Background: an optimization exercise with open tools, aiming at small area. Do not read the settings as production practice. The RTL was checked by simulation tests, not by an equivalence proof against the original design.

job 5889:
==> flow/design.v <==
package adc_capture_pkg;
	localparam int NUM_CH = 8;
	localparam int SAMPLE_W = 12;
	localparam int LANE_W = 16;  
	localparam int WORD_W = 128;
	localparam int ADDR_MAX_W = 15;  
endpackage
module adc_capture_top (
	input  logic           adc_clkinp,
	input  logic           reset,
	input  logic [95:0]    frame,        
	input  logic           frame_valid,
	input  logic [5:0]     cfg,          
	input  logic [15:0]    rec_length,
	input  logic           trig,
	input  logic           state_reset,
	output logic           trig_ack,
	output logic           mem_wr_wren,
	output logic [14:0]    mem_wr_addr,
	output logic [127:0]   mem_wr_data,
	output logic           irq
);
	logic samp_sum, packed_mode;
	logic [3:0] divisor;
	assign samp_sum = cfg[5];
	assign packed_mode = cfg[4];
	assign divisor = cfg[3:0];
	logic capturing;
	assign capturing = trig_ack;
	logic [3:0] grp_cnt;
	logic grp_last;
	assign grp_last = (grp_cnt == divisor);
	always_ff @(posedge adc_clkinp)
	begin
		if (reset || !capturing)
			grp_cnt <= '0;
		else if (frame_valid)
			grp_cnt <= grp_last ? 4'd0 : grp_cnt + 4'd1;
	end
	logic z1, dv1, z2, pv2, pv3;
	always_ff @(posedge adc_clkinp)
	begin
		z1 <= capturing && frame_valid && (!samp_sum || (grp_cnt == 4'd0));
		dv1 <= capturing && !reset && frame_valid && grp_last;
		z2 <= z1;
		pv2 <= capturing && !reset && dv1;
		pv3 <= pv2;
	end
	logic [95:0] r1;
	logic [47:0] r2_hi;                
	logic [47:0] acc_lo, acc_lo_d;     
	logic [79:0] acc_hi;               
	logic [7:0] cl;                    
	logic [47:0] lo_sum;
	logic [7:0] lo_cout;
	logic [79:0] hi_sum;
	logic [127:0] dec;
	logic [95:0] pk_dec;
	for (genvar i = 0; i < 8; i++)
	begin : g_lane
		logic [6:0] c;
		logic [10:0] ch;
		logic [5:0] la;
		logic [9:0] ha;
		assign la = z1 ? 6'd0 : acc_lo[6*i +: 6];
		assign ha = z2 ? 10'd0 : acc_hi[10*i +: 10];
		assign c[0] = 1'b0;
		for (genvar j = 0; j < 6; j++)
		begin : g_lo
			logic x, y;
			assign x = la[j];
			assign y = r1[12*i + j];
			assign lo_sum[6*i + j] = x ^ y ^ c[j];
			assign c[j+1] = (x & y) | (x & c[j]) | (y & c[j]);
		end
		assign lo_cout[i] = c[6];
		assign ch[0] = cl[i];
		for (genvar j = 0; j < 10; j++)
		begin : g_hi
			logic x, y;
			assign x = ha[j];
			assign y = (j < 6) ? r2_hi[6*i + j] : 1'b0;
			assign hi_sum[10*i + j] = x ^ y ^ ch[j];
			assign ch[j+1] = (x & y) | (x & ch[j]) | (y & ch[j]);
		end
	end
	always_ff @(posedge adc_clkinp)
	begin
		r1 <= (capturing && frame_valid) ? frame : 96'd0;  
		for (int i = 0; i < 8; i++)
			r2_hi[6*i +: 6] <= r1[12*i + 6 +: 6];
		cl <= lo_cout;
		acc_lo_d <= acc_lo;
		acc_lo <= lo_sum;
		for (int i = 0; i < 8; i++)
		begin
			acc_hi[10*i +: 6] <= hi_sum[10*i +: 6];
			if (packed_mode)
			begin
				if (pv3)
					acc_hi[10*i + 6 +: 4] <= pk_hv[4*i +: 4];
			end
			else
				acc_hi[10*i + 6 +: 4] <= hi_sum[10*i + 6 +: 4];
		end
	end
	always_comb
		for (int i = 0; i < 8; i++)
		begin
			dec[16*i +: 16] = {acc_hi[10*i +: 10], acc_lo_d[6*i +: 6]};
			pk_dec[12*i +: 12] = dec[16*i +: 12];
		end
	logic [95:0] pk_prev;
	logic [63:0] pk_rest, pk_rest_d;
	logic [31:0] pk_hv;    
	for (genvar i = 0; i < 6; i++)
	begin : g_pk
		assign pk_hv[4*i +: 4] = pk_dec[16*i + 12 +: 4];
		assign pk_prev[16*i + 12 +: 4] = acc_hi[10*i + 6 +: 4];
		for (genvar b = 0; b < 12; b++)
		begin : g_b
			if (i < 2 && b < 4)
				assign pk_prev[16*i + b] = acc_hi[10*(6 + i) + 6 + b];
			else
			begin : g_r
				assign pk_prev[16*i + b] = pk_rest[12*i + b - (i == 0 ? 4 : 8)];
				assign pk_rest_d[12*i + b - (i == 0 ? 4 : 8)] = pk_dec[16*i + b];
			end
		end
	end
	assign pk_hv[24 +: 4] = pk_dec[0 +: 4];
	assign pk_hv[28 +: 4] = pk_dec[16 +: 4];
	always_ff @(posedge adc_clkinp)
	begin
		if (pv3)
			pk_rest <= pk_rest_d;
	end
	logic [1:0] ph;
	logic wv;
	always_ff @(posedge adc_clkinp)
	begin
		if (reset || !capturing)
			ph <= 2'd0;
		else if (pv2 && packed_mode)
			ph <= ph + 2'd1;
	end
	assign wv = pv2 && (!packed_mode || ph != 2'd0);
	logic [15:0] wcnt, nacc;
	logic rec_end, wr_acc;
	assign nacc = wcnt + {15'd0, mem_wr_wren};
	assign rec_end = nacc[15] || (nacc == rec_length);
	assign wr_acc = capturing && wv && !rec_end;
	always_ff @(posedge adc_clkinp)
	begin
		if (reset || state_reset)
		begin
			trig_ack <= 1'b0;
			irq <= 1'b0;
			wcnt <= 16'd0;
			mem_wr_wren <= 1'b0;
		end
		else
		begin
			mem_wr_wren <= wr_acc;
			wcnt <= nacc;
			if (!trig_ack && !irq && trig)
				trig_ack <= 1'b1;
			else if (trig_ack && rec_end)
			begin
				trig_ack <= 1'b0;
				irq <= 1'b1;
			end
		end
	end
	assign mem_wr_addr = wcnt[14:0];
	logic s_raw, s_1, s_2, s_3;
	assign s_raw = !packed_mode;
	assign s_1 = packed_mode && ph == 2'd2;
	assign s_2 = packed_mode && ph == 2'd3;
	assign s_3 = packed_mode && !ph[1];
	assign mem_wr_data = ({128{s_raw}} & dec)
		| ({128{s_1}} & {pk_dec[31:0], pk_prev[95:0]})
		| ({128{s_2}} & {pk_dec[63:0], pk_prev[95:32]})
		| ({128{s_3}} & {pk_dec[95:0], pk_prev[95:64]});
endmodule
clock: 5.0 ns
lec_check: 0
cap_margin: 20
core_margin: 2
core_utilization: 65
slew_margin: 20
standard.sh (not shown) runs the stock make flow with config.mk's settings and CLKGATE_MAP_FILE= SYNTH_SCRIPT=/design/flow/synth_recipe.tcl, a recipe that flattens the netlist after the stock synthesis.
==> flow/flow/run.sh <==
#!/bin/bash
# Own layout flow: the standard ORFS flow (standard.sh, standard synthesis
# unchanged) with two changes: port buffers are buf_1 (instead of the cell
# buffer_ports picks by itself), and clock tree synthesis uses clkbuf_4
# buffers over clusters of at most 8 flip-flops, without dummy loads.
# The full output of the make run goes to flow_make.log here; ORFS keeps each
# step's own log under orfs/logs.
set -euo pipefail
bash standard.sh \
  "BUFFER_PORTS_ARGS=-buffer_cell sky130_fd_sc_hd__buf_1" \
  "CTS_ARGS=-sink_clustering_enable -repair_clock_nets -dont_use_dummy_load -sink_clustering_size 5 -sink_clustering_max_diameter 30 -buf_list sky130_fd_sc_hd__clkbuf_2" \
  finish > flow_make.log 2>&1
Job 5889: all stages complete, timing, DRC and antenna checks passed
What job 5379 does differently from job 5889 at the input level:
==> flow/flow/run.sh <==
#!/bin/bash
# Own layout flow: the standard ORFS flow (standard.sh, standard synthesis
# unchanged) with two changes: port buffers are buf_1 (instead of the cell
# buffer_ports picks by itself), and clock tree synthesis uses clkbuf_8
# buffers over clusters of at most 14 flip-flops, without dummy loads.
# The full output of the make run goes to flow_make.log here; ORFS keeps each
# step's own log under orfs/logs.
set -euo pipefail
bash standard.sh \
  "BUFFER_PORTS_ARGS=-buffer_cell sky130_fd_sc_hd__buf_1" \
  "CTS_ARGS=-sink_clustering_enable -repair_clock_nets -dont_use_dummy_load -sink_clustering_size 8 -sink_clustering_max_diameter 40 -buf_list sky130_fd_sc_hd__clkbuf_4" \
  finish > flow_make.log 2>&1
--- outcome ---
Job 5379 did not stop at any stage, and its layout met the timing, design-rule and antenna checks.
Measured against each other, job 5379 and job 5889 differ in final clock period utilization by the worst path, the lower figure coming from job 5889.
Side by side, met2 track demand over resource turned out lower in job 5379 than in job 5889.
Looking at wire length reported by the detailed router, job 5379 sits 0.95% below job 5889.
Job 5379 vs. job 5889: global-route usage shrank by 0.27 points, setup slack saw a decrease, required time of the worst setup path fell by 0.18 ns, transition time at the pin with the least slew margin shows a reduction of 0.022 ns.
Here is what was changed in the inputs of job 9497 compared with job 5379.
--- a/flow/flow/run.sh
+++ b/flow/flow/run.sh
@@ -10,3 +10,3 @@
   "BUFFER_PORTS_ARGS=-buffer_cell sky130_fd_sc_hd__buf_1" \
-  "CTS_ARGS=-sink_clustering_enable -repair_clock_nets -dont_use_dummy_load -sink_clustering_size 8 -sink_clustering_max_diameter 40 -buf_list sky130_fd_sc_hd__clkbuf_4" \
+  "CTS_ARGS=-sink_clustering_enable -repair_clock_nets -dont_use_dummy_load -sink_clustering_size 10 -sink_clustering_max_diameter 50 -buf_list sky130_fd_sc_hd__clkbuf_4" \
   finish > flow_make.log 2>&1
==> comparison <==
- Against job 5379, job 9497 comes in 0.72 points lower on met2 capacity usage during global routing.
- Between job 9497 and job 5379, the filler cell count is lower for job 5379.
- | register-to-register path setup slack | job 5379 vs job 9497 | ≈ equal |
- Job 9497 ends up with a wire length that is 0.64% lower than in job 5379.

re-timing with driven ports:
The results above use ideal ports. As a check the final layouts listed here were re-extracted and re-timed, cells and wires unchanged. Step 1 sets driving cells, clkbuf_16 on the clock port and buf_2 on the other inputs (assumed; they add their load-dependent delay and slew). Step 2, shift: input delay + t, output delay - t, t = (earliest + latest rising clock arrival at the registers) / 2. This alone moves slack from input paths to output paths. Slacks: no drivers / after step 1 / after step 2; pairs: no drivers / after step 1.
| run | t, ns | slack for setup (ns) | worst hold slack (ns) | cell pins on the clock port's net |
|---|---|---|---|---|
| job 5889 | 0.881 | 0.392 / 0.392 / 0.392 | 0.285 / 0.282 / 0.285 | 1 |
| job 5379 | 0.712 | 0.365 / 0.365 / 0.365 | 0.289 / 0.289 / 0.289 | 1 |
| job 9497 | 0.736 | 0.376 / 0.376 / 0.376 | 0.326 / 0.326 / 0.326 | 1 |
After both steps setup and hold are still met in every run listed.
